Source: an optimization exercise on an open RTL-to-GDS flow (aim: a short achievable clock period and few clock cycles). Production flows keep margins and buffers that such runs may drop.
At most, simulation tests tie the RTL to the original design; equivalence was not proved.
The RTL of runs 2 to 4 was laid out without a check of its function.
Power is estimated from default activity; no workload was simulated.

[run.sh]
#!/bin/bash
# synth_recipe.tcl (not shown) runs the flow's synth.tcl, then flattens the netlist and writes it again
# the make line also repeats each setting of config.mk as NAME=value (left out here)
make -C /OpenROAD-flow-scripts/flow DESIGN_CONFIG=/design/flow/config.mk WORK_HOME=/design/flow/orfs CLKGATE_MAP_FILE= SYNTH_SCRIPT=/design/flow/synth_recipe.tcl finish
[config.mk]
export PLATFORM = sky130hd
export DESIGN_NAME = core_top
export DESIGN_NICKNAME = core_top
export VERILOG_FILES = /design/flow/design.v
export SDC_FILE = /design/flow/constraint.sdc
export NUM_CORES = 4
export LEC_CHECK = 0
export ABC_CLOCK_PERIOD_IN_PS = 3500
export CAP_MARGIN = 20
export CORE_MARGIN = 2
export CORE_UTILIZATION = 50
export SETUP_SLACK_MARGIN = 5
export SLEW_MARGIN = 20
[constraint.sdc]
create_clock -name core_clock -period 9.0 [get_ports {clk_i}]
set_input_delay 1.8000 -clock core_clock [delete_from_list [all_inputs] [get_ports {clk_i}]]
set_output_delay 1.8000 -clock core_clock [all_outputs]
set_load 0.01 [all_outputs]
[design.v]
`timescale 1ns/100ps
`timescale 1ns/100ps
`timescale 1ns/100ps
`timescale 1ns/100ps
`timescale 1ns/100ps
`timescale 1ns/100ps
`timescale 1ns/100ps
`default_nettype none
module core_top #(
  parameter logic [31:0] RESET_PC = '0
) (
  input  wire          clk_i,
  input  wire          reset_i,
  input  wire          stall_i,
  output logic         rom_en_o,
  output logic [31:0]  rom_addr_o,
  input  wire  [31:0]  rom_data_i,
  output logic         ram_en_o,
  output logic         ram_we_o,
  output logic [31:0]  ram_addr_o,
  output logic [31:0]  ram_wdata_o,
  input  wire  [31:0]  ram_rdata_i,
  output logic         debug_wb_en_o,
  output logic [4:0]   debug_wb_addr_o,
  output logic [31:0]  debug_wb_data_o,
  output logic [31:0]  debug_pc_o
);
  logic [31:0] pc_q;
  logic        if_valid_q;
  logic [31:0] if_pc_q;
  logic [31:0] if_inst_q;
  logic [31:0] rf_rs_q;          
  logic [31:0] rf_rt_q;
  logic        rs_ex_q;          
  logic        rs_mem_q;         
  logic        rs_wb_q;          
  logic        rs_rf_q;          
  logic        rt_ex_q;
  logic        rt_mem_q;
  logic        rt_wb_q;
  logic        rt_rf_q;
  logic        id_br_q;          
  logic        id_bne_q;
  logic        id_same_q;        
  logic        id_guess_q;       
  logic        ex_valid_q;
  logic        ex_wen_q;         
  logic [4:0]  ex_waddr_q;
  logic        ex_load_q;
  logic        ex_store_q;
  logic        ex_branch_q;
  logic        ex_bne_q;
  logic        ex_pred_q;        
  logic [31:0] ex_target_q;      
  logic [31:0] ex_fall_q;        
  logic [31:0] ex_a_q;
  logic [31:0] ex_b_q;
  logic [31:0] ex_s_q;           
  logic        ex_fa_own_q, ex_fa_alu_q, ex_fa_ld_q;
  logic        ex_fb_own_q, ex_fb_alu_q, ex_fb_ld_q;
  logic        ex_fs_own_q, ex_fs_alu_q, ex_fs_ld_q;
  logic        ex_sub_q;
  logic        ex_op_add_q;
  logic        ex_op_and_q;
  logic        ex_op_or_q;
  logic        ex_op_xor_q;
  logic        ex_op_slt_q;
  logic        ex_op_sll_q;
  logic        ex_op_srl_q;
  logic        ex_easy_q;        
  logic [4:0]  ex_shamt_q;
  logic [31:0] ex_pc_q;
  logic        mem_wen_q;
  logic [4:0]  mem_waddr_q;
  logic        mem_load_q;
  logic        mem_store_q;
  logic [31:0] mem_result_q;
  logic [31:0] mem_sdata_q;
  logic [31:0] mem_pc_q;
  logic        wb_wen_q;
  logic [4:0]  wb_waddr_q;
  logic [31:0] wb_data_q;
  logic [31:0] wb_pc_q;
  logic [31:0] regs [1:31];
  logic [31:0] mem_data;
  assign mem_data = mem_load_q ? ram_rdata_i : mem_result_q;
  logic [5:0]  id_op;
  logic [5:0]  id_fn;
  logic [4:0]  id_rs;
  logic [4:0]  id_rt;
  logic [4:0]  id_rd;
  logic [31:0] id_imm_s;
  logic [31:0] id_imm_z;
  logic        id_special;
  logic        id_r_alu;
  logic        id_addiu;
  logic        id_andi;
  logic        id_ori;
  logic        id_lui;
  logic        id_lw;
  logic        id_sw;
  logic        id_writes;
  logic [4:0]  id_waddr;
  assign id_op    = if_inst_q[31:26];
  assign id_fn    = if_inst_q[5:0];
  assign id_rs    = if_inst_q[25:21];
  assign id_rt    = if_inst_q[20:16];
  assign id_rd    = if_inst_q[15:11];
  assign id_imm_s = {{16{if_inst_q[15]}}, if_inst_q[15:0]};
  assign id_imm_z = {16'h0000, if_inst_q[15:0]};
  assign id_special = (id_op == 6'h00);
  assign id_r_alu   = id_special &&
                      (id_fn == 6'h21 || id_fn == 6'h23 || id_fn == 6'h24 ||
                       id_fn == 6'h25 || id_fn == 6'h26 || id_fn == 6'h2a ||
                       id_fn == 6'h00 || id_fn == 6'h02);
  assign id_addiu   = (id_op == 6'h09);
  assign id_andi    = (id_op == 6'h0c);
  assign id_ori     = (id_op == 6'h0d);
  assign id_lui     = (id_op == 6'h0f);
  assign id_lw      = (id_op == 6'h23);
  assign id_sw      = (id_op == 6'h2b);
  assign id_waddr  = id_special ? id_rd : id_rt;
  assign id_writes = (id_r_alu | id_addiu | id_andi | id_ori | id_lui | id_lw) &&
                     (id_waddr != 5'd0);
  logic [31:0] rs_val;
  logic [31:0] rt_val;
  logic [31:0] rs_cmp;           
  logic [31:0] rt_cmp;
  assign rs_val = ({32{rs_mem_q}} & mem_data) | ({32{rs_wb_q}} & wb_data_q) |
                  ({32{rs_rf_q}} & rf_rs_q);
  assign rt_val = ({32{rt_mem_q}} & mem_data) | ({32{rt_wb_q}} & wb_data_q) |
                  ({32{rt_rf_q}} & rf_rt_q);
  assign rs_cmp = ({32{rs_mem_q}} & mem_result_q) | ({32{rs_wb_q}} & wb_data_q) |
                  ({32{rs_rf_q}} & rf_rs_q);
  assign rt_cmp = ({32{rt_mem_q}} & mem_result_q) | ({32{rt_wb_q}} & wb_data_q) |
                  ({32{rt_rf_q}} & rf_rt_q);
  logic [31:0] ex_a;
  logic [31:0] ex_b;
  logic [31:0] ex_s;
  logic [31:0] ex_a_r;           
  logic [31:0] ex_b_r;
  logic [31:0] ex_s_r;
  logic [31:0] ex_bx;
  logic [31:0] ex_br_r;
  logic [32:0] ex_sum;
  logic        ex_lt;
  logic [31:0] ex_result;
  logic        ex_eq;
  logic        ex_taken;
  logic        ex_mispredict;
  assign ex_a = ({32{ex_fa_own_q}} & ex_a_q) | ({32{ex_fa_alu_q}} & mem_result_q) |
                ({32{ex_fa_ld_q}} & ram_rdata_i);
  assign ex_b = ({32{ex_fb_own_q}} & ex_b_q) | ({32{ex_fb_alu_q}} & mem_result_q) |
                ({32{ex_fb_ld_q}} & ram_rdata_i);
  assign ex_s = ({32{ex_fs_own_q}} & ex_s_q) | ({32{ex_fs_alu_q}} & mem_result_q) |
                ({32{ex_fs_ld_q}} & ram_rdata_i);
  assign ex_a_r = ({32{ex_fa_own_q}} & ex_a_q) | ({32{ex_fa_alu_q}} & mem_result_q);
  assign ex_b_r = ({32{ex_fb_own_q}} & ex_b_q) | ({32{ex_fb_alu_q}} & mem_result_q);
  assign ex_s_r = ({32{ex_fs_own_q}} & ex_s_q) | ({32{ex_fs_alu_q}} & mem_result_q);
  assign ex_bx   = ex_sub_q ? ~ex_b : ex_b;
  assign ex_br_r = ex_sub_q ? ~ex_b_r : ex_b_r;
  logic [32:0] ks_g [0:6];
  logic [32:0] ks_p [0:6];
  logic [31:0] ks_x;
  assign ks_x    = ex_a ^ ex_bx;
  assign ks_g[0] = {ex_a & ex_bx, ex_sub_q};
  assign ks_p[0] = {ks_x, 1'b0};
  for (genvar l = 0; l < 6; l++) begin : g_ks
    for (genvar i = 0; i < 33; i++) begin : g_bit
      if (i >= (1 << l)) begin : g_op
        assign ks_g[l+1][i] = ks_g[l][i] | (ks_p[l][i] & ks_g[l][i - (1 << l)]);
        assign ks_p[l+1][i] = ks_p[l][i] & ks_p[l][i - (1 << l)];
      end else begin : g_pass
        assign ks_g[l+1][i] = ks_g[l][i];
        assign ks_p[l+1][i] = ks_p[l][i];
      end
    end
  end
  assign ex_sum = {ks_g[6][32], ks_x ^ ks_g[6][31:0]};
  assign ex_lt  = (ex_a[31] ^ ex_b[31]) ? ex_a[31] : ex_sum[31];
  always_comb begin
    ex_result = '0;
    if (ex_op_add_q) ex_result = ex_result | ex_sum[31:0];
    if (ex_op_and_q) ex_result = ex_result | (ex_a & ex_b);
    if (ex_op_or_q)  ex_result = ex_result | (ex_a | ex_b);
    if (ex_op_xor_q) ex_result = ex_result | (ex_a ^ ex_b);
    if (ex_op_slt_q) ex_result = ex_result | {31'd0, ex_lt};
    if (ex_op_sll_q) ex_result = ex_result | (ex_b << ex_shamt_q);
    if (ex_op_srl_q) ex_result = ex_result | (ex_b >> ex_shamt_q);
  end
  assign ex_eq         = (ex_a_r == ex_s_r);
  assign ex_taken      = ex_bne_q ? ~ex_eq : ex_eq;
  assign ex_mispredict = ex_valid_q & ex_branch_q & (ex_taken ^ ex_pred_q);
  function automatic logic sum_equals(input logic [31:0] a, input logic [31:0] b,
                                      input logic cin, input logic [31:0] c);
    logic [31:0] carry;
    carry = {(a[30:0] & b[30:0]) | ((a[30:0] ^ b[30:0]) & ~c[30:0]), cin};
    sum_equals = ((a ^ b ^ c) == carry);
  endfunction
  logic [31:0] ex_logic;
  logic        eq_plain;
  logic        eq_rs_ex;         
  logic        eq_rt_ex;         
  logic        id_eq;
  logic        id_memld;
  logic        id_dep_ex;
  logic        id_resolved;
  logic        id_pred;
  assign ex_logic = ex_op_and_q ? (ex_a_r & ex_b_r) :
                    ex_op_or_q  ? (ex_a_r | ex_b_r) : (ex_a_r ^ ex_b_r);
  assign eq_plain = (rs_cmp == rt_cmp);
  assign eq_rs_ex = ex_op_add_q ? sum_equals(ex_a_r, ex_br_r, ex_sub_q, rt_cmp) :
                                  (ex_logic == rt_cmp);
  assign eq_rt_ex = ex_op_add_q ? sum_equals(ex_a_r, ex_br_r, ex_sub_q, rs_cmp) :
                                  (ex_logic == rs_cmp);
  assign id_eq    = rs_ex_q ? eq_rs_ex : rt_ex_q ? eq_rt_ex : eq_plain;
  assign id_memld    = mem_load_q & (rs_mem_q | rt_mem_q);
  assign id_dep_ex   = rs_ex_q | rt_ex_q;
  assign id_resolved = ~id_memld & (~id_dep_ex | ex_easy_q);
  assign id_pred     = id_same_q   ? ~id_bne_q :
                       id_resolved ? (id_bne_q ^ id_eq) : id_guess_q;
  logic [31:0] id_target;
  logic [31:0] id_fall;
  assign id_target = if_pc_q + 32'd4 + {id_imm_s[29:0], 2'b00};
  assign id_fall   = pc_q + 32'd4;
  logic id_hold;
  logic id_go;
  assign id_hold = if_valid_q & id_br_q &
                   ((ex_valid_q & ex_branch_q) | (ex_load_q & id_dep_ex));
  assign id_go   = if_valid_q & ~id_hold;
  logic [4:0]  f_rs;
  logic [4:0]  f_rt;
  logic [5:0]  f_op;
  logic        f_beq;
  logic        f_bne;
  logic        f_same;
  logic [31:0] f_rf_rs;
  logic [31:0] f_rf_rt;
  logic        f_rs_ex, f_rs_mem, f_rs_wb;
  logic        f_rt_ex, f_rt_mem, f_rt_wb;
  logic        id_wen;
  logic        take_target;
  logic [31:0] pc_alt;
  assign f_op   = rom_data_i[31:26];
  assign f_rs   = rom_data_i[25:21];
  assign f_rt   = rom_data_i[20:16];
  assign f_beq  = (f_op == 6'h04);
  assign f_bne  = (f_op == 6'h05);
  assign f_same = (f_rs == f_rt);
  assign f_rf_rs = (f_rs == 5'd0) ? 32'd0 : regs[f_rs];
  assign f_rf_rt = (f_rt == 5'd0) ? 32'd0 : regs[f_rt];
  assign id_wen   = if_valid_q & id_writes;
  assign f_rs_ex  = id_wen    & (id_waddr    == f_rs);
  assign f_rt_ex  = id_wen    & (id_waddr    == f_rt);
  assign f_rs_mem = ex_wen_q  & (ex_waddr_q  == f_rs);
  assign f_rt_mem = ex_wen_q  & (ex_waddr_q  == f_rt);
  assign f_rs_wb  = mem_wen_q & (mem_waddr_q == f_rs);
  assign f_rt_wb  = mem_wen_q & (mem_waddr_q == f_rt);
  assign take_target = ~ex_mispredict & ~id_hold & if_valid_q & id_br_q & id_pred;
  assign pc_alt      = ex_mispredict ? (ex_pred_q ? ex_fall_q : ex_target_q) :
                       id_hold ? pc_q : pc_q + 32'd4;
  always_ff @(posedge clk_i) begin
    if (reset_i) begin
      pc_q       <= RESET_PC;
      if_valid_q <= 1'b0;
    end else if (!stall_i) begin
      pc_q <= take_target ? id_target : pc_alt;
      if (!id_hold) begin
        if_valid_q <= ~ex_mispredict;
      end
    end
  end
  always_ff @(posedge clk_i) begin
    if (!stall_i) begin
      if (!id_hold) begin
        if_pc_q    <= pc_q;
        if_inst_q  <= rom_data_i;
        rf_rs_q    <= f_rf_rs;
        rf_rt_q    <= f_rf_rt;
        rs_ex_q    <= f_rs_ex;
        rs_mem_q   <= f_rs_mem;
        rs_wb_q    <= f_rs_wb & ~f_rs_mem;
        rs_rf_q    <= ~f_rs_mem & ~f_rs_wb;
        rt_ex_q    <= f_rt_ex;
        rt_mem_q   <= f_rt_mem;
        rt_wb_q    <= f_rt_wb & ~f_rt_mem;
        rt_rf_q    <= ~f_rt_mem & ~f_rt_wb;
        id_br_q    <= f_beq | f_bne;
        id_bne_q   <= f_bne;
        id_same_q  <= f_same;
        id_guess_q <= f_bne | rom_data_i[15];
      end else begin
        rf_rs_q    <= rs_val;
        rf_rt_q    <= rt_val;
        rs_ex_q    <= 1'b0;
        rs_mem_q   <= rs_ex_q;
        rs_wb_q    <= 1'b0;
        rs_rf_q    <= ~rs_ex_q;
        rt_ex_q    <= 1'b0;
        rt_mem_q   <= rt_ex_q;
        rt_wb_q    <= 1'b0;
        rt_rf_q    <= ~rt_ex_q;
      end
    end
  end
  assign rom_en_o   = 1'b1;
  assign rom_addr_o = pc_q;
  always_ff @(posedge clk_i) begin
    if (reset_i) begin
      ex_valid_q  <= 1'b0;
      ex_wen_q    <= 1'b0;
      ex_load_q   <= 1'b0;
      ex_store_q  <= 1'b0;
      ex_branch_q <= 1'b0;
    end else if (!stall_i) begin
      ex_valid_q  <= id_go;
      ex_wen_q    <= id_go & id_writes;
      ex_load_q   <= id_go & id_lw;
      ex_store_q  <= id_go & id_sw;
      ex_branch_q <= id_go & id_br_q;
    end
  end
  logic id_add;
  logic id_and;
  logic id_or;
  logic id_xor;
  logic id_fa_ld;
  logic id_fb_ld;
  assign id_add = (id_special & ((id_fn == 6'h21) | (id_fn == 6'h23))) |
                  id_addiu | id_lw | id_sw;
  assign id_and = (id_special & (id_fn == 6'h24)) | id_andi;
  assign id_or  = (id_special & (id_fn == 6'h25)) | id_ori | id_lui;
  assign id_xor = id_special & (id_fn == 6'h26);
  assign id_fa_ld = ~id_lui & rs_ex_q & ex_load_q;
  assign id_fb_ld = (id_special | id_br_q) & rt_ex_q & ex_load_q;
  always_ff @(posedge clk_i) begin
    if (!stall_i) begin
      ex_waddr_q  <= id_waddr;
      ex_bne_q    <= id_bne_q;
      ex_pred_q   <= id_pred;
      ex_target_q <= id_target;
      ex_fall_q   <= id_fall;
      ex_pc_q     <= if_pc_q;
      ex_shamt_q  <= if_inst_q[10:6];
      ex_a_q      <= id_lui ? 32'd0 : rs_val;
      ex_fa_own_q <= id_lui | ~rs_ex_q;
      ex_fa_alu_q <= ~id_lui & rs_ex_q & ~ex_load_q;
      ex_fa_ld_q  <= id_fa_ld;
      if (id_special | id_br_q) begin
        ex_b_q      <= rt_val;
        ex_fb_own_q <= ~rt_ex_q;
        ex_fb_alu_q <= rt_ex_q & ~ex_load_q;
        ex_fb_ld_q  <= rt_ex_q & ex_load_q;
      end else begin
        ex_b_q      <= id_lui ? {if_inst_q[15:0], 16'h0000} :
                       (id_andi | id_ori) ? id_imm_z : id_imm_s;
        ex_fb_own_q <= 1'b1;
        ex_fb_alu_q <= 1'b0;
        ex_fb_ld_q  <= 1'b0;
      end
      ex_s_q      <= rt_val;
      ex_fs_own_q <= ~rt_ex_q;
      ex_fs_alu_q <= rt_ex_q & ~ex_load_q;
      ex_fs_ld_q  <= rt_ex_q & ex_load_q;
      ex_sub_q    <= id_special & ((id_fn == 6'h23) | (id_fn == 6'h2a));
      ex_op_add_q <= id_add;
      ex_op_and_q <= id_and;
      ex_op_or_q  <= id_or;
      ex_op_xor_q <= id_xor;
      ex_op_slt_q <= id_special & (id_fn == 6'h2a);
      ex_op_sll_q <= id_special & (id_fn == 6'h00);
      ex_op_srl_q <= id_special & (id_fn == 6'h02);
      ex_easy_q   <= (id_add | id_and | id_or | id_xor) & ~id_lw & ~id_fa_ld & ~id_fb_ld;
    end
  end
  always_ff @(posedge clk_i) begin
    if (reset_i) begin
      mem_wen_q   <= 1'b0;
      mem_load_q  <= 1'b0;
      mem_store_q <= 1'b0;
    end else if (!stall_i) begin
      mem_wen_q   <= ex_wen_q;
      mem_load_q  <= ex_load_q;
      mem_store_q <= ex_store_q;
    end
  end
  always_ff @(posedge clk_i) begin
    if (!stall_i) begin
      mem_waddr_q  <= ex_waddr_q;
      mem_result_q <= ex_result;
      mem_sdata_q  <= ex_s;
      mem_pc_q     <= ex_pc_q;
    end
  end
  assign ram_en_o    = mem_load_q | mem_store_q;
  assign ram_we_o    = mem_store_q & ~stall_i;
  assign ram_addr_o  = mem_result_q;
  assign ram_wdata_o = mem_sdata_q;
  always_ff @(posedge clk_i) begin
    if (!reset_i && !stall_i && mem_wen_q) begin
      regs[mem_waddr_q] <= mem_data;
    end
  end
  always_ff @(posedge clk_i) begin
    if (reset_i) begin
      wb_wen_q <= 1'b0;
    end else if (!stall_i) begin
      wb_wen_q <= mem_wen_q;
    end
  end
  always_ff @(posedge clk_i) begin
    if (!stall_i) begin
      wb_waddr_q <= mem_waddr_q;
      wb_data_q  <= mem_data;
      wb_pc_q    <= mem_pc_q;
    end
  end
  assign debug_wb_en_o   = wb_wen_q & ~stall_i;
  assign debug_wb_addr_o = wb_waddr_q;
  assign debug_wb_data_o = wb_data_q;
  assign debug_pc_o      = wb_pc_q;
endmodule
`default_nettype wire
==> flow_summary.yaml, run 1 <==
status:
  status: "timing/DRC/antenna clean"
sta:
  period_share_pct: 50.0
  finClkSkew_ns: 0.0806
  setup_violations: 0
  drv_slew: 0
  rsz0062_at_grt: "yes"
  final_hold_viol_count: 0
  fmaxAchievable_mhz: 222
  relSlewSlack_pct: 27.3
  post-route-min-period_ns: 4.50
  worstMarginPinSlew_ns: 1.09
power:
  power_frac_clock_pct: 35.5
  p_sw_share_pct: 29.1
  seqPwrFrac_pct: 44.0
  power.switching_uw: 5670
  power_leakage_uw: 0.0346
  internal_power_uw: 13800
  irDropWorstVdd_v: 0.000208
  p_per_area_nw_per_um2: 198
  combPwrFrac_pct: 20.5
  finalPower_uw: 19500
placed_design:
  port-buffer-count: 234
  placed_cells: 8039
  gp_congestion: 1.00
  postPlaceCellArea_um2: 88800
  dp_hpwl_mm: 189
synthesis:
  synth-seq-cells: 1559
  synth_cell_type_count: 86
  syn-instance-count: 5887
  synth_largest_area_cell: "edfxtp_1"
  synth_nets: 6233
  synth_area_um2: 83800
  ys_top_cells_by_area: "edfxtp_1 54%, mux4_2 14%, ha_1 3.2%"
  ys_seq_area_share_pct: 55.3
  synth-async-reset-ratio_pct: 0
  yosys_warnings: 3
  syn_avg_cell_area_um2: 14.2
  synth_ff_type: "edfxtp_1"
  synth_edf_count: 1517
  netlist.area_leader.share_pct: 54.3
clock_tree:
  cts.sinks: 1559
  cts_tree: "done"
  ctsLongestPathBuffers: 3
  clkTransAtPathRegs_ns: 0.06
  cts-htree-levels: 4
  clock_latency_ns: 0.85
  root_buffer: "clkbuf_16"
  holdBufCountCts: 0
  cts-buffers-inserted: 170
floorplanning:
  ioPinCount: 236
  die_h_um: 413
  dieArea_um2: 171000
  rows: 150
  initial_core_util_pct: 50.2
  coreArea_um2: 167000
  die_w_um: 413
global_route:
  grt_max_degree: 163
  grt_pass1_vias: 55800
  grt_pass1_wl_mm: 414
  antenna_found_initial: 19
  gr-usage-all-layers_pct: 34.4
  overflow: 0
critical_path:
  start_kind: "flop"
  crit_start: "rs_mem_q"
  cp_data_required_time_ns: 9.72
  rr_startpoint: "rs_mem_q"
  crit_arrival_ns: 5.22
  cpPeakStageDelay_ns: 0.66
  reg2reg_slack_ns: 4.50
  endpoint: "pc_q[1]"
  path_max_fanout: 59
  cpMostUsedCell: "buf_12"
  reg2reg_depth: 11
  crit_chain: "buf_12 -> a222oi_1 -> xor2_1 -> nor4_1 -> nand4_1 -> o21ai_0 -> a311o_2 -> a31oi_4 -> buf_12 -> a22o_1 -> a221o_1"
  critPathKind: "reg2reg"
  r2r-end: "pc_q[1]"
  crit_path_end_kind: "flop"
  slowest_stage: "nor4_1"
cells_and_area:
  fin_cells: 8659
  area_delta_synth_final_pct: 17.6
  fin_area_um2: 98600
  fillCellCount: 13000
  layout-drive-gt1-share_pct: 24.2
  fin_nets: 6653
route:
  finalWirelength_mm: 298
  postRouteAntennaNets: 0
  drc_errors: 0
  drt_iter0_markers: 8766
  drt-wirelength-per-cell_um: 34.5
  via_per_inst: 6.70
  first_pass_iters: 12
  vias: 58000
flow_run:
  drv_cap: 0
hold_path:
  min_path_type: "reg2reg"
cells in the final DEF (no fill, tap or decap), types with 37 or more instances in the layout:
cell type        Yosys  routed
dfxtp_1             42      41
nand4_1             42      42
nor2b_1             45      41
clkbuf_16            0     174
a21oi_1            203     187
edfxtp_1          1517    1517
a22oi_1            146     111
o21ai_0            159     146
clkdlybuf4s50_1      0     194
nor2_1             322     282
a211oi_1            72      71
o211ai_1            99      99
clkinv_1             3      47
inv_1              245     244
mux4_2             534     534
xnor2_1            249     212
a222oi_1           113     113
nand2b_1            37      37
fa_1                63      62
ha_1               216     209
buf_4                7     349
mux2_2              67      65
mux2i_1            208     204
nand2_1            443     430
nand3_1             61      58
xor2_1             123     116
a21o_1              37      37
through the flow:
| step | utilization (%) | hold WS [ns] | setup WS, ns | setup TNS, ns |
|---|---|---|---|---|
| 6_report | 59.1 | 0.416 | 4.50 | 0 |
| 5_1_grt | 59.1 | 0.418 | 4.45 | 0 |
| 4_1_cts | 58.3 | 0.418 | 4.60 | 0 |
| 3_5_place_dp | 53.2 | 0.405 | 2.97 | 0 |
| 3_3_place_gp | 53.2 | 0.403 | 3.04 | 0 |
| 2_1_floorplan | - | 0.400 | -0.719 | -32.20 |
layout make-up:
class / instances / area (um2) / area share, %
multi-input combinational: 3665 / 36500 / 37.0
clock buffer: 203 / 4420 / 4.48
clock inverter: 108 / 1070 / 1.08
inverter: 250 / 956 / 0.969
antenna: 9 / 22.5 / 0.0228
tap: 2204 / 2760 / 2.80
sequential: 1559 / 46400 / 47.1
timing repair buffer: 661 / 6470 / 6.56
logic make-up after synthesis:
| group | count (synthesis) | share of synthesized area (%) |
|---|---|---|
| compound gates | 1094 | 9.26 |
| fa+ha+maj | 280 | 4.74 |
| buf+inv | 664 | 3.09 |
| other cells | 1 | 0.00447 |
| flops | 1559 | 55.3 |
| xor+xnor | 372 | 3.89 |
| simple gates | 1108 | 5.94 |
| mux | 809 | 17.7 |
power groups by stage:
stage,registers (uW),logic (uW),clock network (uW)
3_3_place_gp,8760,3400,0
5_1_grt,8580,4210,7270
3_5_place_dp,8770,3410,0
4_1_cts,8590,3760,6990
6_report,8570,4000,6920
2_1_floorplan,8680,2130,0
how the worst min path moves through the flow:
stage	from	endpoint	slack, ns	cells after the start
2_1_floorplan	ex_pc_q[10]	mem_pc_q[10]	0.40	0
3_3_place_gp	ex_pc_q[4]	mem_pc_q[4]	0.40	0
3_5_place_dp	ex_pc_q[25]	mem_pc_q[25]	0.40	0
4_1_cts	ex_pc_q[2]	mem_pc_q[2]	0.42	0
5_1_grt	ex_pc_q[25]	mem_pc_q[25]	0.42	0
6_report	mem_pc_q[11]	wb_pc_q[11]	0.42	0
sequential cells by signal, indices dropped and copies added (netlist names), 27 cells and up:
signal,flops
wb_pc_q,32
wb_data_q,32
ex_pc_q,30
mem_sdata_q,32
mem_pc_q,32
ex_target_q,32
ex_b_q,32
if_pc_q,32
if_inst_q,27
regs,992
ex_fall_q,32
ex_a_q,32
pc_q,32
rf_rt_q,32
ex_s_q,32
rf_rs_q,32
mem_result_q,32
critical path: cells and delay by family, from the launching register on:
family | cells | cell delay, ns
XOR/XNOR | 1 | 0.33
AND/OR/NAND/NOR | 2 | 1.10
AO/OA/AOI/OAI | 6 | 1.95
buffers and inverters | 2 | 0.46
flip-flops | 1 | 0.53
synthesized netlist by cell type (12+ instances only):
| cell type | number |
|---|---|
| buf_1 | 109 |
| xor2_1 | 123 |
| nor2_1 | 322 |
| dfxtp_1 | 42 |
| nor3_1 | 20 |
| edfxtp_1 | 1517 |
| nor2b_1 | 45 |
| ha_1 | 216 |
| a222oi_1 | 113 |
| a22oi_1 | 146 |
| xnor2_1 | 249 |
| o22ai_1 | 20 |
| a21boi_0 | 12 |
| nand2b_1 | 37 |
| a22o_1 | 37 |
| a21o_1 | 37 |
| nor4_1 | 45 |
| mux2i_1 | 208 |
| nand2_1 | 443 |
| a211oi_1 | 72 |
| o21ai_0 | 159 |
| a31oi_1 | 23 |
| buf_2 | 30 |
| o31ai_1 | 41 |
| nand3_1 | 61 |
| and2_1 | 28 |
| o221ai_1 | 12 |
| o21bai_1 | 14 |
| a21oi_1 | 203 |
| mux4_2 | 534 |
| inv_1 | 245 |
| fa_1 | 63 |
| a311oi_1 | 26 |
| clkbuf_1 | 263 |
| mux2_2 | 67 |
| o211ai_1 | 99 |
| nand4_1 | 42 |
| a221o_1 | 14 |
| and3_1 | 20 |
repair_timing:
action | 4_1_cts | 5_1_grt
setup endpoints to repair | 952 | 288
cloned | 10 | 6
setup buffers | 207 | 77
gates resized for setup | 276 | 126
pin swaps | 114 | 69
routing by layer:
metal / track usage, % / vias to the layer above / part of all wire [%]
li1: - / 24100 / -
met1: 46.5 / 29900 / 38
met2: 54.1 / 3267 / 47
met3: 5.70 / 658 / 8.9
met4: 17.3 / 4 / 6.0
met5: 0 / - / 0.0087
Testbench counts, summed over its fixed seeds: cycles 21,188.
==> run 2, diff against run 1 <==
--- a/design.v
+++ b/design.v
@@ -57,7 +57,7 @@
   logic [31:0] ex_b_q;
   logic [31:0] ex_s_q;           
   logic        ex_fa_own_q, ex_fa_alu_q, ex_fa_ld_q;
-  logic        ex_fb_own_q, ex_fb_alu_q, ex_fb_ld_q;
+  logic        ex_fb_own_q, ex_fb_alu_q, ex_fb_ld_q, ex_fb_nalu_q, ex_fb_nld_q;
   logic        ex_fs_own_q, ex_fs_alu_q, ex_fs_ld_q;
   logic        ex_sub_q;
   logic        ex_op_add_q;
@@ -135,13 +135,11 @@
   assign rt_cmp = ({32{rt_mem_q}} & mem_result_q) | ({32{rt_wb_q}} & wb_data_q) |
                   ({32{rt_rf_q}} & rf_rt_q);
   logic [31:0] ex_a;
-  logic [31:0] ex_b;
+  logic [31:0] ex_bx;            
   logic [31:0] ex_s;
   logic [31:0] ex_a_r;           
-  logic [31:0] ex_b_r;
-  logic [31:0] ex_s_r;
-  logic [31:0] ex_bx;
   logic [31:0] ex_br_r;
+  logic [31:0] ex_s_r;
   logic [32:0] ex_sum;
   logic        ex_lt;
   logic [31:0] ex_result;
@@ -150,15 +148,15 @@
   logic        ex_mispredict;
   assign ex_a = ({32{ex_fa_own_q}} & ex_a_q) | ({32{ex_fa_alu_q}} & mem_result_q) |
                 ({32{ex_fa_ld_q}} & ram_rdata_i);
-  assign ex_b = ({32{ex_fb_own_q}} & ex_b_q) | ({32{ex_fb_alu_q}} & mem_result_q) |
-                ({32{ex_fb_ld_q}} & ram_rdata_i);
+  assign ex_bx = ({32{ex_fb_own_q}} & ex_b_q) |
+                 ({32{ex_fb_alu_q}} & mem_result_q) | ({32{ex_fb_nalu_q}} & ~mem_result_q) |
+                 ({32{ex_fb_ld_q}} & ram_rdata_i) | ({32{ex_fb_nld_q}} & ~ram_rdata_i);
   assign ex_s = ({32{ex_fs_own_q}} & ex_s_q) | ({32{ex_fs_alu_q}} & mem_result_q) |
                 ({32{ex_fs_ld_q}} & ram_rdata_i);
   assign ex_a_r = ({32{ex_fa_own_q}} & ex_a_q) | ({32{ex_fa_alu_q}} & mem_result_q);
-  assign ex_b_r = ({32{ex_fb_own_q}} & ex_b_q) | ({32{ex_fb_alu_q}} & mem_result_q);
+  assign ex_br_r = ({32{ex_fb_own_q}} & ex_b_q) |
+                   ({32{ex_fb_alu_q}} & mem_result_q) | ({32{ex_fb_nalu_q}} & ~mem_result_q);
   assign ex_s_r = ({32{ex_fs_own_q}} & ex_s_q) | ({32{ex_fs_alu_q}} & mem_result_q);
-  assign ex_bx   = ex_sub_q ? ~ex_b : ex_b;
-  assign ex_br_r = ex_sub_q ? ~ex_b_r : ex_b_r;
   logic [32:0] ks_g [0:6];
   logic [32:0] ks_p [0:6];
   logic [31:0] ks_x;
@@ -177,16 +175,16 @@
     end
   end
   assign ex_sum = {ks_g[6][32], ks_x ^ ks_g[6][31:0]};
-  assign ex_lt  = (ex_a[31] ^ ex_b[31]) ? ex_a[31] : ex_sum[31];
+  assign ex_lt  = (ex_a[31] ^ ~ex_bx[31]) ? ex_a[31] : ex_sum[31];
   always_comb begin
     ex_result = '0;
     if (ex_op_add_q) ex_result = ex_result | ex_sum[31:0];
-    if (ex_op_and_q) ex_result = ex_result | (ex_a & ex_b);
-    if (ex_op_or_q)  ex_result = ex_result | (ex_a | ex_b);
-    if (ex_op_xor_q) ex_result = ex_result | (ex_a ^ ex_b);
+    if (ex_op_and_q) ex_result = ex_result | (ex_a & ex_bx);
+    if (ex_op_or_q)  ex_result = ex_result | (ex_a | ex_bx);
+    if (ex_op_xor_q) ex_result = ex_result | (ex_a ^ ex_bx);
     if (ex_op_slt_q) ex_result = ex_result | {31'd0, ex_lt};
-    if (ex_op_sll_q) ex_result = ex_result | (ex_b << ex_shamt_q);
-    if (ex_op_srl_q) ex_result = ex_result | (ex_b >> ex_shamt_q);
+    if (ex_op_sll_q) ex_result = ex_result | (ex_bx << ex_shamt_q);
+    if (ex_op_srl_q) ex_result = ex_result | (ex_bx >> ex_shamt_q);
   end
   assign ex_eq         = (ex_a_r == ex_s_r);
   assign ex_taken      = ex_bne_q ? ~ex_eq : ex_eq;
@@ -206,8 +204,8 @@
   logic        id_dep_ex;
   logic        id_resolved;
   logic        id_pred;
-  assign ex_logic = ex_op_and_q ? (ex_a_r & ex_b_r) :
-                    ex_op_or_q  ? (ex_a_r | ex_b_r) : (ex_a_r ^ ex_b_r);
+  assign ex_logic = ex_op_and_q ? (ex_a_r & ex_br_r) :
+                    ex_op_or_q  ? (ex_a_r | ex_br_r) : (ex_a_r ^ ex_br_r);
   assign eq_plain = (rs_cmp == rt_cmp);
   assign eq_rs_ex = ex_op_add_q ? sum_equals(ex_a_r, ex_br_r, ex_sub_q, rt_cmp) :
                                   (ex_logic == rt_cmp);
@@ -326,6 +324,8 @@
   logic id_xor;
   logic id_fa_ld;
   logic id_fb_ld;
+  logic id_sub;
+  assign id_sub = id_special & ((id_fn == 6'h23) | (id_fn == 6'h2a));
   assign id_add = (id_special & ((id_fn == 6'h21) | (id_fn == 6'h23))) |
                   id_addiu | id_lw | id_sw;
   assign id_and = (id_special & (id_fn == 6'h24)) | id_andi;
@@ -347,22 +347,26 @@
       ex_fa_alu_q <= ~id_lui & rs_ex_q & ~ex_load_q;
       ex_fa_ld_q  <= id_fa_ld;
       if (id_special | id_br_q) begin
-        ex_b_q      <= rt_val;
-        ex_fb_own_q <= ~rt_ex_q;
-        ex_fb_alu_q <= rt_ex_q & ~ex_load_q;
-        ex_fb_ld_q  <= rt_ex_q & ex_load_q;
+        ex_b_q       <= id_sub ? ~rt_val : rt_val;
+        ex_fb_own_q  <= ~rt_ex_q;
+        ex_fb_alu_q  <= rt_ex_q & ~ex_load_q & ~id_sub;
+        ex_fb_ld_q   <= rt_ex_q & ex_load_q & ~id_sub;
+        ex_fb_nalu_q <= rt_ex_q & ~ex_load_q & id_sub;
+        ex_fb_nld_q  <= rt_ex_q & ex_load_q & id_sub;
       end else begin
-        ex_b_q      <= id_lui ? {if_inst_q[15:0], 16'h0000} :
-                       (id_andi | id_ori) ? id_imm_z : id_imm_s;
-        ex_fb_own_q <= 1'b1;
-        ex_fb_alu_q <= 1'b0;
-        ex_fb_ld_q  <= 1'b0;
+        ex_b_q       <= id_lui ? {if_inst_q[15:0], 16'h0000} :
+                        (id_andi | id_ori) ? id_imm_z : id_imm_s;
+        ex_fb_own_q  <= 1'b1;
+        ex_fb_alu_q  <= 1'b0;
+        ex_fb_ld_q   <= 1'b0;
+        ex_fb_nalu_q <= 1'b0;
+        ex_fb_nld_q  <= 1'b0;
       end
       ex_s_q      <= rt_val;
       ex_fs_own_q <= ~rt_ex_q;
       ex_fs_alu_q <= rt_ex_q & ~ex_load_q;
       ex_fs_ld_q  <= rt_ex_q & ex_load_q;
-      ex_sub_q    <= id_special & ((id_fn == 6'h23) | (id_fn == 6'h2a));
+      ex_sub_q    <= id_sub;
       ex_op_add_q <= id_add;
       ex_op_and_q <= id_and;
       ex_op_or_q  <= id_or;
==> flow_summary.yaml, run 2 <==
placed_design:
  port-buffer-count: 234
  postPlaceCellArea_um2: 89000
  gp_congestion: 1.01
  dp_hpwl_mm: 196
  preCtsSetupSlack_ns: 2.44
synthesis:
  synth_cell_type_count: 82
  ys_seq_area_share_pct: 55.3
  synthAdderAreaFrac_pct: 4.32
  netlist.area_leader.share_pct: 54.3
  synth_ff_type: "edfxtp_1"
  synth_nets: 6085
  yosys_warnings: 3
  synth_largest_area_cell: "edfxtp_1"
  synth-seq-cells: 1561
  synthXorXnorAreaFrac_pct: 3.44
  yosys.area_share.simple_pct: 5.28
  synth_area_um2: 83900
  synth_top_family_by_area: "multiplexers"
  synth-compound-area-share_pct: 8.43
  synth-async-reset-ratio_pct: 0
  syn_avg_cell_area_um2: 14.6
  ys_top_cells_by_area: "edfxtp_1 54%, mux4_2 14%, mux2i_1 4.3%"
  synth_common_cells: "1,519 x edfxtp_1, 535 x mux4_2, 361 x mux2i_1, 285 x nand2_1, 275 x clkbuf_1"
  syn-instance-count: 5767
  synth_mux_area_share_pct: 20.1
  synth_edf_count: 1519
  synth_most_common_cell: "edfxtp_1"
floorplanning:
  ioPinCount: 236
  die_h_um: 414
  initial_core_util_pct: 50.3
  dieArea_um2: 171000
  die_w_um: 414
  coreArea_um2: 167000
  rows: 150
critical_path:
  start_kind: "flop"
  critPathKind: "reg2reg"
  rr_startpoint: "ex_fb_alu_q"
  reg2reg_slack_ns: 4.23
  path_max_fanout: 32
  cp_data_required_time_ns: 9.72
  crit_path_end_kind: "flop"
  crit_arrival_ns: 5.49
  r2r-end: "pc_q[0]"
  reg2reg_depth: 16
cells_and_area:
  top_register: "regs"
  fin_area_um2: 98800
  final_common_cell: "edfxtp_1"
  area_delta_synth_final_pct: 17.7
  fillCellCount: 13200
  largest_reg_flops: 992
  final_cell_mix: "1,519 x edfxtp_1, 535 x mux4_2, 326 x mux2i_1"
  layout-drive-gt1-share_pct: 25.6
  fin_nets: 6497
sta:
  final.setup.worst_slack_ns: 4.23
  rsz0062_at_grt: "yes"
  setup_violations: 0
  finClkSkew_ns: 0.0578
  final_hold_viol_count: 0
  relSlewSlack_pct: 23.7
  drv_slew: 0
  worstMarginPinSlew_ns: 1.14
  post-route-min-period_ns: 4.77
  fmaxAchievable_mhz: 210
  period_share_pct: 53.0
hold_path:
  whs_path_depth: 0
  min_path_type: "reg2reg"
  whs_endpoint: "wb_pc_q[25]"
  worstHoldStart: "mem_pc_q[25]"
global_route:
  grt_pass1_vias: 55900
  grt_pass1_wl_mm: 419
  antenna_found_initial: 13
  overflow: 0
  gr-usage-all-layers_pct: 34.7
  grt_max_degree: 152
route:
  via_per_inst: 6.80
  drc_errors: 0
  vias: 57900
  finalWirelength_mm: 304
  drt-wirelength-per-cell_um: 35.7
  postRouteAntennaNets: 0
  drt_iter0_markers: 8197
  first_pass_iters: 12
clock_tree:
  ctsLongestPathBuffers: 3
  clkTransAtPathRegs_ns: 0.06
  cts.sinks: 1561
  cts-htree-levels: 4
  cts_tree: "done"
  clock_latency_ns: 0.86
  cts-buffers-inserted: 168
  holdBufCountCts: 0
  root_buffer: "clkbuf_16"
flow_run:
  drv_cap: 0
power:
  power_leakage_uw: 0.0343
  irDropWorstVdd_v: 0.000227
  finalPower_uw: 19300
  p_per_area_nw_per_um2: 195
status:
  status: "timing/DRC/antenna clean"
## run 2: cell types whose count changed in the layout (fill, tap and decap cells not counted), sizes merged, moves of 26 or more
cell / before / now
mux2i: 208 / 361
buf: 431 / 405
nand3: 61 / 91
a211oi: 72 / 105
mux2: 67 / 107
a22oi: 146 / 78
nand2: 443 / 285
nor2: 322 / 272
ha: 216 / 186
o211ai: 99 / 57
a21oi: 203 / 246
xor2: 123 / 86
## run 2: timing repair
item	4_1_cts	5_1_grt
buffers inserted	188	64
cloned	7	17
gates resized for setup	291	145
endpoints found under the hold margin	0	0
endpoints found under the setup margin	726	273
pin swaps	99	62
## run 2: cell families (layout without fill, tap and decap cells)
| kind of cell | count (synthesis) | in the layout |
|---|---|---|
| AOI/OAI and AO/OA | 1016 | 1016 |
| other | 1 | 6 |
| muxes | 1003 | 1003 |
| adders and majority gates | 251 | 251 |
| buffers and inverters | 661 | 1205 |
| and+or+nand+nor | 944 | 944 |
| xor gates and xnor gates | 330 | 330 |
| DFF | 1561 | 1561 |
## run 2: final cells by class
class	count	area, um2	area share [%]
Antenna cell	5	12.5	0.0127
Clock buffer	204	4360	4.41
Clock inverter	98	1100	1.12
Inverter	263	993	1.01
Multi-Input combinational cell	3545	36500	37.0
Sequential cell	1561	46500	47.0
Tap cell	2204	2760	2.79
Timing Repair Buffer	640	6560	6.64
## run 2: how the worst max path moves through the flow
stage / from / cells past startpoint / slack, ns / end
global placement: ram_rdata_i[7] / 17 / 2.48 / mem_result_q[31]
CTS: ex_fb_nalu_q / 19 / 4.31 / mem_result_q[31]
global route: rs_mem_q / 18 / 4.10 / pc_q[30]
floorplan: stall_i / 2 / -0.36 / ex_a_q[0]
finish: ex_fb_alu_q / 16 / 4.23 / pc_q[0]
detailed placement: ram_rdata_i[7] / 17 / 2.44 / mem_result_q[31]
## run 2: through the flow
step                std cells  hold WS [ns]  TNS, ns  utilization, %
floorplan                5767         0.400  -169.20               -
global placement         7936         0.401        0            53.3
detailed placement       7937         0.405        0            53.3
CTS                      8434         0.417        0            58.2
global route             8516         0.420        0            59.1
finish                   8520         0.414        0            59.1
## run 2: routing by layer
layer | GRT usage, % | share of wire (%) | vias to the layer above
met5 | 0 | 0.052 | -
li1 | - | - | 23800
met1 | 47.6 | 39 | 29900
met2 | 54.2 | 46 | 3521
met3 | 6.47 | 9.6 | 684
met4 | 15.7 | 5.3 | 22
## run 2: report_power, final
group / internal (uW) / switching, uW
Clock: 3870 / 3040
Combinational: 1490 / 2330
Sequential: 8360 / 181
Total: 13700 / 5550
## run 2: critical path, cell delays in order (launching register included)
cell,delay [ns]
edfxtp_1,0.38
clkbuf_8,0.25
mux2i_1,0.40
nand2_1,0.23
ha_1,0.34
nor2b_1,0.14
o31ai_2,0.35
xnor2_1,0.26
nand4_1,0.14
nor4_1,0.42
a21oi_2,0.22
o41ai_4,0.47
a21oi_4,0.13
buf_12,0.17
clkbuf_16,0.17
a22o_1,0.23
a221o_1,0.30
==> run 3, diff against run 2 <==
--- a/design.v
+++ b/design.v
@@ -68,6 +68,8 @@
   logic        ex_op_sll_q;
   logic        ex_op_srl_q;
   logic        ex_easy_q;        
+  logic [31:0] ex_x_q;           
+  logic [31:0] ex_g_q;           
   logic [4:0]  ex_shamt_q;
   logic [31:0] ex_pc_q;
   logic        mem_wen_q;
@@ -138,7 +140,6 @@
   logic [31:0] ex_bx;            
   logic [31:0] ex_s;
   logic [31:0] ex_a_r;           
-  logic [31:0] ex_br_r;
   logic [31:0] ex_s_r;
   logic [32:0] ex_sum;
   logic        ex_lt;
@@ -154,8 +155,6 @@
   assign ex_s = ({32{ex_fs_own_q}} & ex_s_q) | ({32{ex_fs_alu_q}} & mem_result_q) |
                 ({32{ex_fs_ld_q}} & ram_rdata_i);
   assign ex_a_r = ({32{ex_fa_own_q}} & ex_a_q) | ({32{ex_fa_alu_q}} & mem_result_q);
-  assign ex_br_r = ({32{ex_fb_own_q}} & ex_b_q) |
-                   ({32{ex_fb_alu_q}} & mem_result_q) | ({32{ex_fb_nalu_q}} & ~mem_result_q);
   assign ex_s_r = ({32{ex_fs_own_q}} & ex_s_q) | ({32{ex_fs_alu_q}} & mem_result_q);
   logic [32:0] ks_g [0:6];
   logic [32:0] ks_p [0:6];
@@ -189,34 +188,24 @@
   assign ex_eq         = (ex_a_r == ex_s_r);
   assign ex_taken      = ex_bne_q ? ~ex_eq : ex_eq;
   assign ex_mispredict = ex_valid_q & ex_branch_q & (ex_taken ^ ex_pred_q);
-  function automatic logic sum_equals(input logic [31:0] a, input logic [31:0] b,
-                                      input logic cin, input logic [31:0] c);
-    logic [31:0] carry;
-    carry = {(a[30:0] & b[30:0]) | ((a[30:0] ^ b[30:0]) & ~c[30:0]), cin};
-    sum_equals = ((a ^ b ^ c) == carry);
-  endfunction
-  logic [31:0] ex_logic;
+  logic [31:0] id_carry;
   logic        eq_plain;
-  logic        eq_rs_ex;         
-  logic        eq_rt_ex;         
-  logic        id_eq;
+  logic        eq_add;
   logic        id_memld;
   logic        id_dep_ex;
-  logic        id_resolved;
+  logic        id_res_plain;
+  logic        id_res_add;
   logic        id_pred;
-  assign ex_logic = ex_op_and_q ? (ex_a_r & ex_br_r) :
-                    ex_op_or_q  ? (ex_a_r | ex_br_r) : (ex_a_r ^ ex_br_r);
   assign eq_plain = (rs_cmp == rt_cmp);
-  assign eq_rs_ex = ex_op_add_q ? sum_equals(ex_a_r, ex_br_r, ex_sub_q, rt_cmp) :
-                                  (ex_logic == rt_cmp);
-  assign eq_rt_ex = ex_op_add_q ? sum_equals(ex_a_r, ex_br_r, ex_sub_q, rs_cmp) :
-                                  (ex_logic == rs_cmp);
-  assign id_eq    = rs_ex_q ? eq_rs_ex : rt_ex_q ? eq_rt_ex : eq_plain;
-  assign id_memld    = mem_load_q & (rs_mem_q | rt_mem_q);
-  assign id_dep_ex   = rs_ex_q | rt_ex_q;
-  assign id_resolved = ~id_memld & (~id_dep_ex | ex_easy_q);
-  assign id_pred     = id_same_q   ? ~id_bne_q :
-                       id_resolved ? (id_bne_q ^ id_eq) : id_guess_q;
+  assign id_carry = {ex_g_q[30:0] | (ex_x_q[30:0] & ~rt_cmp[30:0]), ex_sub_q};
+  assign eq_add   = ((ex_x_q ^ rt_cmp) == id_carry);
+  assign id_memld     = mem_load_q & (rs_mem_q | rt_mem_q);
+  assign id_dep_ex    = rs_ex_q | rt_ex_q;
+  assign id_res_plain = ~id_memld & ~id_dep_ex;
+  assign id_res_add   = ~id_memld & rs_ex_q & ~rt_ex_q & ex_easy_q;
+  assign id_pred      = id_same_q    ? ~id_bne_q :
+                        id_res_plain ? (id_bne_q ^ eq_plain) :
+                        id_res_add   ? (id_bne_q ^ eq_add) : id_guess_q;
   logic [31:0] id_target;
   logic [31:0] id_fall;
   assign id_target = if_pc_q + 32'd4 + {id_imm_s[29:0], 2'b00};
@@ -325,6 +314,12 @@
   logic id_fa_ld;
   logic id_fb_ld;
   logic id_sub;
+  logic [31:0] id_a;
+  logic [31:0] id_b;
+  assign id_a = id_lui ? 32'd0 : rs_val;
+  assign id_b = (id_special | id_br_q) ? (id_sub ? ~rt_val : rt_val) :
+                id_lui ? {if_inst_q[15:0], 16'h0000} :
+                (id_andi | id_ori) ? id_imm_z : id_imm_s;
   assign id_sub = id_special & ((id_fn == 6'h23) | (id_fn == 6'h2a));
   assign id_add = (id_special & ((id_fn == 6'h21) | (id_fn == 6'h23))) |
                   id_addiu | id_lw | id_sw;
@@ -342,20 +337,20 @@
       ex_fall_q   <= id_fall;
       ex_pc_q     <= if_pc_q;
       ex_shamt_q  <= if_inst_q[10:6];
-      ex_a_q      <= id_lui ? 32'd0 : rs_val;
+      ex_a_q      <= id_a;
+      ex_x_q      <= id_a ^ id_b;
+      ex_g_q      <= id_a & id_b;
       ex_fa_own_q <= id_lui | ~rs_ex_q;
       ex_fa_alu_q <= ~id_lui & rs_ex_q & ~ex_load_q;
       ex_fa_ld_q  <= id_fa_ld;
+      ex_b_q       <= id_b;
       if (id_special | id_br_q) begin
-        ex_b_q       <= id_sub ? ~rt_val : rt_val;
         ex_fb_own_q  <= ~rt_ex_q;
         ex_fb_alu_q  <= rt_ex_q & ~ex_load_q & ~id_sub;
         ex_fb_ld_q   <= rt_ex_q & ex_load_q & ~id_sub;
         ex_fb_nalu_q <= rt_ex_q & ~ex_load_q & id_sub;
         ex_fb_nld_q  <= rt_ex_q & ex_load_q & id_sub;
       end else begin
-        ex_b_q       <= id_lui ? {if_inst_q[15:0], 16'h0000} :
-                        (id_andi | id_ori) ? id_imm_z : id_imm_s;
         ex_fb_own_q  <= 1'b1;
         ex_fb_alu_q  <= 1'b0;
         ex_fb_ld_q   <= 1'b0;
@@ -374,7 +369,8 @@
       ex_op_slt_q <= id_special & (id_fn == 6'h2a);
       ex_op_sll_q <= id_special & (id_fn == 6'h00);
       ex_op_srl_q <= id_special & (id_fn == 6'h02);
-      ex_easy_q   <= (id_add | id_and | id_or | id_xor) & ~id_lw & ~id_fa_ld & ~id_fb_ld;
+      ex_easy_q   <= (id_special & ((id_fn == 6'h21) | (id_fn == 6'h23)) & ~rs_ex_q & ~rt_ex_q) |
+                     (id_addiu & ~rs_ex_q);
     end
   end
   always_ff @(posedge clk_i) begin
==> flow_summary.yaml, run 3 <==
status:
  status: "timing/DRC/antenna clean"
clock_tree:
  ctsLongestPathBuffers: 3
  cts.sinks: 1624
  clkTransAtPathRegs_ns: 0.06
  cts-htree-levels: 4
  cts_tree: "done"
  root_buffer: "clkbuf_16"
  cts-buffers-inserted: 173
  clock_latency_ns: 0.86
synthesis:
  synth_most_common_cell: "edfxtp_1"
  synth-async-reset-ratio_pct: 0
  synth_ff_type: "edfxtp_1"
  yosys_warnings: 3
  synth_nets: 5742
  netlist.area_leader.share_pct: 57.3
  syn-instance-count: 5488
  synth_edf_count: 1582
  synth_common_cells: "1,582 x edfxtp_1, 547 x mux4_2, 337 x mux2i_1, 295 x clkbuf_1, 278 x nor2_1"
  syn_avg_cell_area_um2: 15.1
  ys_seq_area_share_pct: 58.3
  synth-seq-cells: 1624
  ys_top_cells_by_area: "edfxtp_1 57%, mux4_2 15%, mux2i_1 4.1%"
  synth_largest_area_cell: "edfxtp_1"
  synth_area_um2: 82900
  synth_cell_type_count: 82
global_route:
  use_met3_pct: 8.50
  antenna_found_initial: 21
  grt_use_met1_pct: 47.9
  busiest_layer: "met2"
  grt_pass1_vias: 54600
  gr-usage-all-layers_pct: 35.1
  grt_pass1_wl_mm: 416
  grt_use_met2_pct: 52.7
  grt_max_degree: 165
  overflow: 0
hold_path:
  worstHoldStart: "mem_pc_q[19]"
  min_path_type: "reg2reg"
  whs_path_depth: 0
  whs_endpoint: "wb_pc_q[19]"
sta:
  setup_violations: 0
  final_hold_viol_count: 0
  fin_setup_tns_ns: 0
  relSlewSlack_pct: 24.1
  period_share_pct: 56.3
  finClkSkew_ns: 0.0491
  drv_slew: 0
  rsz0062_at_grt: "yes"
  post-route-min-period_ns: 5.07
  worstMarginPinSlew_ns: 1.14
  fmaxAchievable_mhz: 197
floorplanning:
  ioPinCount: 236
  initial_core_util_pct: 50.3
  die_h_um: 411
  rows: 149
  dieArea_um2: 169000
  coreArea_um2: 165000
  die_w_um: 411
critical_path:
  reg2reg_slack_ns: 4.11
  cp_data_required_time_ns: 9.59
  rr_startpoint: "ex_fa_alu_q"
  critPathKind: "in2reg"
  crit_path_end_kind: "flop"
  crit_arrival_ns: 5.65
  reg2reg_depth: 20
  r2r-end: "mem_result_q[31]"
  start_kind: "input port"
  path_max_fanout: 4
route:
  first_pass_iters: 17
  drt-wirelength-per-cell_um: 36.6
  via_per_inst: 6.99
  drc_errors: 0
  postRouteAntennaNets: 0
  drt_iter0_markers: 10100
  finalWirelength_mm: 301
  vias: 57600
placed_design:
  gp_congestion: 1.01
  dp_hpwl_mm: 185
  port-buffer-count: 234
  placed_cells: 7620
cells_and_area:
  final_common_cell: "edfxtp_1"
  fin_nets: 6157
  fillCellCount: 12700
  layout-drive-gt1-share_pct: 26.0
  final_util_pct: 59.4
  final_cell_mix: "1,582 x edfxtp_1, 547 x mux4_2, 334 x buf_4"
  area_delta_synth_final_pct: 18.2
  fin_cells: 8239
  top_register: "regs"
  largest_reg_flops: 992
power:
  p_per_area_nw_per_um2: 196
  power_leakage_uw: 0.0340
  irDropWorstVdd_v: 0.000223
flow_run:
  drv_cap: 0
## run 3: worst max-delay path by stage
stage | from | end | slack, ns | depth (start not counted)
6_report | ram_rdata_i[0] | mem_result_q[31] | 3.93 | 19
4_1_cts | ram_rdata_i[8] | mem_result_q[31] | 4.08 | 19
3_5_place_dp | ram_rdata_i[8] | mem_result_q[31] | 2.13 | 18
2_1_floorplan | stall_i | id_bne_q | -1.98 | 4
3_3_place_gp | ram_rdata_i[8] | mem_result_q[31] | 2.14 | 18
5_1_grt | ram_rdata_i[0] | mem_result_q[31] | 3.81 | 19
## run 3: cell families (layout without fill, tap and decap cells)
logic type | count (synthesis) | after routing | synth area share [%]
DFF | 1624 | 1624 | 58.3
muxes | 947 | 948 | 19.8
AOI/OAI and AO/OA | 1078 | 1078 | 9.20
adders and majority gates | 187 | 187 | 2.85
buffers and inverters | 577 | 1133 | 2.71
xor gates and xnor gates | 197 | 197 | 2.08
other | 1 | 6 | 0.00453
and+or+nand+nor | 877 | 877 | 5.01
## run 3: worst max-delay path: stages
cell      delay, ns
buf_6          0.10
a222oi_1       0.31
inv_1          0.16
fa_2           0.37
a21o_1         0.17
a21o_1         0.21
a21oi_4        0.23
o21ai_4        0.11
a211oi_4       0.29
o31ai_4        0.12
o41ai_2        0.21
buf_4          0.18
o21ai_4        0.06
a21oi_2        0.17
o21bai_2       0.09
fa_2           0.46
a221o_1        0.37
a31oi_1        0.14
o21ai_1        0.08
## run 3: timing repair
action / in CTS / in global routing
hold buffers: 0 / 0
buffers inserted: 230 / 46
setup endpoints to repair: 1412 / 174
gates cloned: 16 / 3
resized for setup: 333 / 116
pin swaps: 133 / 47
## run 3: where the power goes
group	internal (uW)	total, uW	switching [uW]	leakage, uW
registers	8670	8860	186	0.0150
logic	1220	3090	1870	0.0162
clock network	4170	7280	3110	0.00280
total	14100	19200	5170	0.0340
## run 3: metrics by stage
stage / hold slack [ns] / total power, uW / area [um2] / worst slack [ns]
final: 0.416 / 19200 / 98000 / 3.93
after CTS: 0.417 / 19100 / 97000 / 4.08
after floorplan: 0.400 / 10600 / 83000 / -1.98
after global placement: 0.403 / 11600 / 87800 / 2.14
after global routing: 0.424 / 19700 / 98000 / 3.81
after detailed placement: 0.405 / 11600 / 87900 / 2.13
## run 3: cell type report
class	count	area (um2)	area share [%]
Antenna cell	5	12.5	0.0128
Clock buffer	211	4570	4.67
Clock inverter	106	1110	1.13
Inverter	148	559	0.571
Multi-Input combinational cell	3288	33900	34.6
Sequential cell	1624	48400	49.4
Tap cell	2189	2740	2.80
Timing Repair Buffer	667	6740	6.88
Timing Repair inverter	1	5.00	0.00511
## run 3: layer usage
metal,vias up,wire [um]
li1,23300,-
met1,29600,114000
met2,3895,135000
met3,812,34400
met4,6,17600
met5,-,28
==> run 4, diff against run 3 <==
--- a/design.v
+++ b/design.v
@@ -3,6 +3,54 @@
 `timescale 1ns/100ps
 `timescale 1ns/100ps
 `timescale 1ns/100ps
+`default_nettype none
+module alu (
+  input  wire  [31:0] a_i,
+  input  wire  [31:0] bx_i,
+  input  wire         sub_i,
+  input  wire         add_i,
+  input  wire         and_i,
+  input  wire         or_i,
+  input  wire         xor_i,
+  input  wire         slt_i,
+  input  wire         sll_i,
+  input  wire         srl_i,
+  input  wire  [4:0]  shamt_i,
+  output logic [31:0] result_o
+);
+  logic [32:0] ks_g [0:6];
+  logic [32:0] ks_p [0:6];
+  logic [31:0] ks_x;
+  logic [31:0] sum;
+  logic        lt;
+  assign ks_x    = a_i ^ bx_i;
+  assign ks_g[0] = {a_i & bx_i, sub_i};
+  assign ks_p[0] = {ks_x, 1'b0};
+  for (genvar l = 0; l < 6; l++) begin : g_ks
+    for (genvar i = 0; i < 33; i++) begin : g_bit
+      if (i >= (1 << l)) begin : g_op
+        assign ks_g[l+1][i] = ks_g[l][i] | (ks_p[l][i] & ks_g[l][i - (1 << l)]);
+        assign ks_p[l+1][i] = ks_p[l][i] & ks_p[l][i - (1 << l)];
+      end else begin : g_pass
+        assign ks_g[l+1][i] = ks_g[l][i];
+        assign ks_p[l+1][i] = ks_p[l][i];
+      end
+    end
+  end
+  assign sum = ks_x ^ ks_g[6][31:0];
+  assign lt  = (a_i[31] ^ ~bx_i[31]) ? a_i[31] : sum[31];
+  always_comb begin
+    result_o = '0;
+    if (add_i) result_o = result_o | sum;
+    if (and_i) result_o = result_o | (a_i & bx_i);
+    if (or_i)  result_o = result_o | (a_i | bx_i);
+    if (xor_i) result_o = result_o | (a_i ^ bx_i);
+    if (slt_i) result_o = result_o | {31'd0, lt};
+    if (sll_i) result_o = result_o | (bx_i << shamt_i);
+    if (srl_i) result_o = result_o | (bx_i >> shamt_i);
+  end
+endmodule
+`default_nettype wire
 `timescale 1ns/100ps
 `timescale 1ns/100ps
 `default_nettype none
@@ -141,8 +189,6 @@
   logic [31:0] ex_s;
   logic [31:0] ex_a_r;           
   logic [31:0] ex_s_r;
-  logic [32:0] ex_sum;
-  logic        ex_lt;
   logic [31:0] ex_result;
   logic        ex_eq;
   logic        ex_taken;
@@ -156,35 +202,20 @@
                 ({32{ex_fs_ld_q}} & ram_rdata_i);
   assign ex_a_r = ({32{ex_fa_own_q}} & ex_a_q) | ({32{ex_fa_alu_q}} & mem_result_q);
   assign ex_s_r = ({32{ex_fs_own_q}} & ex_s_q) | ({32{ex_fs_alu_q}} & mem_result_q);
-  logic [32:0] ks_g [0:6];
-  logic [32:0] ks_p [0:6];
-  logic [31:0] ks_x;
-  assign ks_x    = ex_a ^ ex_bx;
-  assign ks_g[0] = {ex_a & ex_bx, ex_sub_q};
-  assign ks_p[0] = {ks_x, 1'b0};
-  for (genvar l = 0; l < 6; l++) begin : g_ks
-    for (genvar i = 0; i < 33; i++) begin : g_bit
-      if (i >= (1 << l)) begin : g_op
-        assign ks_g[l+1][i] = ks_g[l][i] | (ks_p[l][i] & ks_g[l][i - (1 << l)]);
-        assign ks_p[l+1][i] = ks_p[l][i] & ks_p[l][i - (1 << l)];
-      end else begin : g_pass
-        assign ks_g[l+1][i] = ks_g[l][i];
-        assign ks_p[l+1][i] = ks_p[l][i];
-      end
-    end
-  end
-  assign ex_sum = {ks_g[6][32], ks_x ^ ks_g[6][31:0]};
-  assign ex_lt  = (ex_a[31] ^ ~ex_bx[31]) ? ex_a[31] : ex_sum[31];
-  always_comb begin
-    ex_result = '0;
-    if (ex_op_add_q) ex_result = ex_result | ex_sum[31:0];
-    if (ex_op_and_q) ex_result = ex_result | (ex_a & ex_bx);
-    if (ex_op_or_q)  ex_result = ex_result | (ex_a | ex_bx);
-    if (ex_op_xor_q) ex_result = ex_result | (ex_a ^ ex_bx);
-    if (ex_op_slt_q) ex_result = ex_result | {31'd0, ex_lt};
-    if (ex_op_sll_q) ex_result = ex_result | (ex_bx << ex_shamt_q);
-    if (ex_op_srl_q) ex_result = ex_result | (ex_bx >> ex_shamt_q);
-  end
+  alu u_alu (
+    .a_i      (ex_a),
+    .bx_i     (ex_bx),
+    .sub_i    (ex_sub_q),
+    .add_i    (ex_op_add_q),
+    .and_i    (ex_op_and_q),
+    .or_i     (ex_op_or_q),
+    .xor_i    (ex_op_xor_q),
+    .slt_i    (ex_op_slt_q),
+    .sll_i    (ex_op_sll_q),
+    .srl_i    (ex_op_srl_q),
+    .shamt_i  (ex_shamt_q),
+    .result_o (ex_result)
+  );
   assign ex_eq         = (ex_a_r == ex_s_r);
   assign ex_taken      = ex_bne_q ? ~ex_eq : ex_eq;
   assign ex_mispredict = ex_valid_q & ex_branch_q & (ex_taken ^ ex_pred_q);
--- a/config.mk
+++ b/config.mk
@@ -5,9 +5,10 @@
 export SDC_FILE = /design/flow/constraint.sdc
 export NUM_CORES = 4
 export LEC_CHECK = 0
-export ABC_CLOCK_PERIOD_IN_PS = 3500
 export CAP_MARGIN = 20
 export CORE_MARGIN = 2
 export CORE_UTILIZATION = 50
 export SETUP_SLACK_MARGIN = 5
 export SLEW_MARGIN = 20
+export SYNTH_HIERARCHICAL = 1
+export SYNTH_MINIMUM_KEEP_SIZE = 0
==> flow_summary.yaml, run 4 <==
hold_path:
  whs_path_depth: 0
  worstHoldStart: "ex_pc_q[27]"
  min_path_type: "reg2reg"
  whs_endpoint: "mem_pc_q[27]"
critical_path:
  rr_startpoint: "ex_fa_own_q"
  slowest_stage: "fa_2"
  crit_arrival_ns: 4.97
  path_max_fanout: 4
  critPathKind: "in2reg"
  critical_path_cell_count: 17
  cp_data_required_time_ns: 9.58
  worst-path-buf-inv: 3
  crit_chain: "clkdlybuf4s15_2 -> mux2i_2 -> nand3_2 -> inv_2 -> ha_4 -> o21a_1 -> o211ai_1 -> a31oi_4 -> o211ai_1 -> buf_4 -> a21oi_4 -> a21oi_4 -> o21a_1 -> o21ai_2 -> fa_2 -> a221oi_2 -> nand3_1"
  crit_start: "ram_rdata_i[6]"
  reg2reg_depth: 17
  cp_top_family: "compound AO/OA/AOI/OAI gates"
  r2r-end: "mem_result_q[31]"
  reg2reg_slack_ns: 4.70
  crit_path_end_kind: "flop"
  start_kind: "input port"
  cpPeakStageDelay_ns: 0.45
global_route:
  overflow: 0
  grt_max_degree: 158
  gr-usage-all-layers_pct: 34.1
  antenna_found_initial: 24
  grt_pass1_wl_mm: 412
  grt_pass1_vias: 55000
route:
  first_pass_iters: 13
  drt_iter0_markers: 8777
  finalWirelength_mm: 295
  drt-wirelength-per-cell_um: 35.2
  postRouteAntennaNets: 0
  via_per_inst: 6.90
  drc_errors: 0
  vias: 57900
synthesis:
  synth_most_common_cell: "edfxtp_1"
  synth_nets: 5948
  ys_top_cells_by_area: "edfxtp_1 57%, mux4_2 15%, mux2i_1 3.1%"
  synth_area_um2: 83800
  synth-seq-cells: 1624
  synth_cell_type_count: 90
  synth_common_cells: "1,582 x edfxtp_1, 576 x mux4_2, 356 x nand2_1, 355 x nor2_1, 276 x clkbuf_1"
  syn_avg_cell_area_um2: 14.7
  synth_largest_area_cell: "edfxtp_1"
  netlist.area_leader.share_pct: 56.7
  yosys_warnings: 10
  ys_seq_area_share_pct: 57.7
  synth-async-reset-ratio_pct: 0
  synth_edf_count: 1582
  synth_ff_type: "edfxtp_1"
  syn-instance-count: 5694
clock_tree:
  clkTransAtPathRegs_ns: 0.06
  clock_latency_ns: 0.85
  cts-htree-levels: 4
  ctsLongestPathBuffers: 3
  root_buffer: "clkbuf_16"
  cts.sinks: 1624
  cts_tree: "done"
  cts-buffers-inserted: 177
sta:
  period_share_pct: 48.8
  final.setup.worst_slack_ns: 4.61
  post-route-min-period_ns: 4.39
  fin_setup_tns_ns: 0
  worstMarginPinSlew_ns: 1.02
  holdWs_ns: 0.414
  final_hold_viol_count: 0
  finClkSkew_ns: 0.0277
  rsz0062_at_grt: "yes"
  fmaxAchievable_mhz: 228
  relSlewSlack_pct: 31.8
  drv_slew: 0
  setup_violations: 0
floorplanning:
  dieArea_um2: 171000
  coreArea_um2: 167000
  rows: 150
  ioPinCount: 236
  die_w_um: 413
  die_h_um: 413
  initial_core_util_pct: 50.2
cells_and_area:
  final_util_pct: 58.9
  final_cell_mix: "1,582 x edfxtp_1, 576 x mux4_2, 349 x nand2_1"
  final_common_cell: "edfxtp_1"
  largest_reg_flops: 992
  layout-drive-gt1-share_pct: 25.8
  area_delta_synth_final_pct: 17.3
  top_register: "regs"
  fin_nets: 6279
status:
  status: "timing/DRC/antenna clean"
placed_design:
  gp_congestion: 0.975
  port-buffer-count: 234
  preCtsSetupSlack_ns: 2.91
  dp_hpwl_mm: 190
flow_run:
  drv_cap: 0
power:
  p_per_area_nw_per_um2: 195
  irDropWorstVdd_v: 0.000221
  power_leakage_uw: 0.0337
run 4: metal layers:
metal  wire length, um  up-vias  share of wire (%)  track usage, %
met5                66        -              0.022               0
met4             14800       10                5.0            15.1
met2            135000     3566                 46            52.4
li1                  -    23800                  -               -
met3             30300      610                 10            6.08
met1            115000    29800                 39            47.9
run 4: worst max-delay path by stage:
stage / end / slack [ns]
2_1_floorplan: ex_a_q[0] / -1.30
6_report: mem_result_q[31] / 4.61
4_1_cts: mem_result_q[31] / 4.75
3_3_place_gp: mem_result_q[31] / 2.96
5_1_grt: mem_result_q[31] / 4.55
3_5_place_dp: mem_result_q[31] / 2.91
run 4: cell families after synthesis:
logic type	synth area share [%]
AOI/OAI and AO/OA	9.31
xor gates and xnor gates	2.03
adders and majority gates	2.83
buffers and inverters	2.90
DFF	57.7
muxes	19.4
other	0.00447
and+or+nand+nor	5.82
run 4: metrics by stage:
step	power, uW	cell area, um2	std cells
2_1_floorplan	10700	84200	5694
3_3_place_gp	11700	88600	7810
3_5_place_dp	11700	88600	7810
4_1_cts	19200	97300	8324
5_1_grt	19800	98300	8381
6_report	19200	98300	8383
run 4: where the power goes:
group / switching [uW] / internal, uW / leakage [uW]
Combinational: 1890 / 1200 / 0.0160
Clock: 3120 / 4120 / 0.00279
Sequential: 184 / 8690 / 0.0150
Total: 5190 / 14000 / 0.0337
run 4: per-module statistics from Yosys (local to each module, per instance):
module    cells  area [um2]  flip-flops and latches  times used
alu         930        6560                       0           1
core_top   4764       77300                    1624           1
run 4: layout make-up:
cell class              instances  area, um2
well taps                    2204       2760
flip-flops and latches       1624      48300
repair buffers                613       6180
clock buffers                 218       4660
multi-input cells            3471      34800
diodes                          9       22.5
inverters                     138        523
fillers                     12900      68500
clock inverters               106       1060
run 4: what timing repair did:
action,4_1_cts,5_1_grt
gates resized for setup,315,124
setup endpoints to repair,771,236
cloned,16,1
pin swaps,117,65
setup buffers,174,49
hold buffers,0,0

-- what the ideal ports hide --
The results above use ideal ports. As a check the final layouts listed here were re-extracted and re-timed, cells and wires unchanged.
Step 1 sets driving cells, clkbuf_16 on the clock port and buf_2 on the other inputs (assumed; they add their load-dependent delay and slew).
Step 2, shift: input delay + t, output delay - t, t = (earliest + latest rising clock arrival at the registers) / 2. This alone moves slack from input paths to output paths.
Three values: ideal ports, drivers, drivers and shift; two values: the first two.
| run | t (ns) | setup slack, ns |
|---|---|---|
| run 1 | 0.898 | 4.497 / 4.497 / 3.860 |
| run 2 | 0.914 | 4.232 / 4.232 / 3.416 |
| run 3 | 0.924 | 3.935 / 3.985 / 3.061 |
| run 4 | 0.919 | 4.611 / 4.576 / 3.658 |
After both steps setup and hold are still met in every run listed.
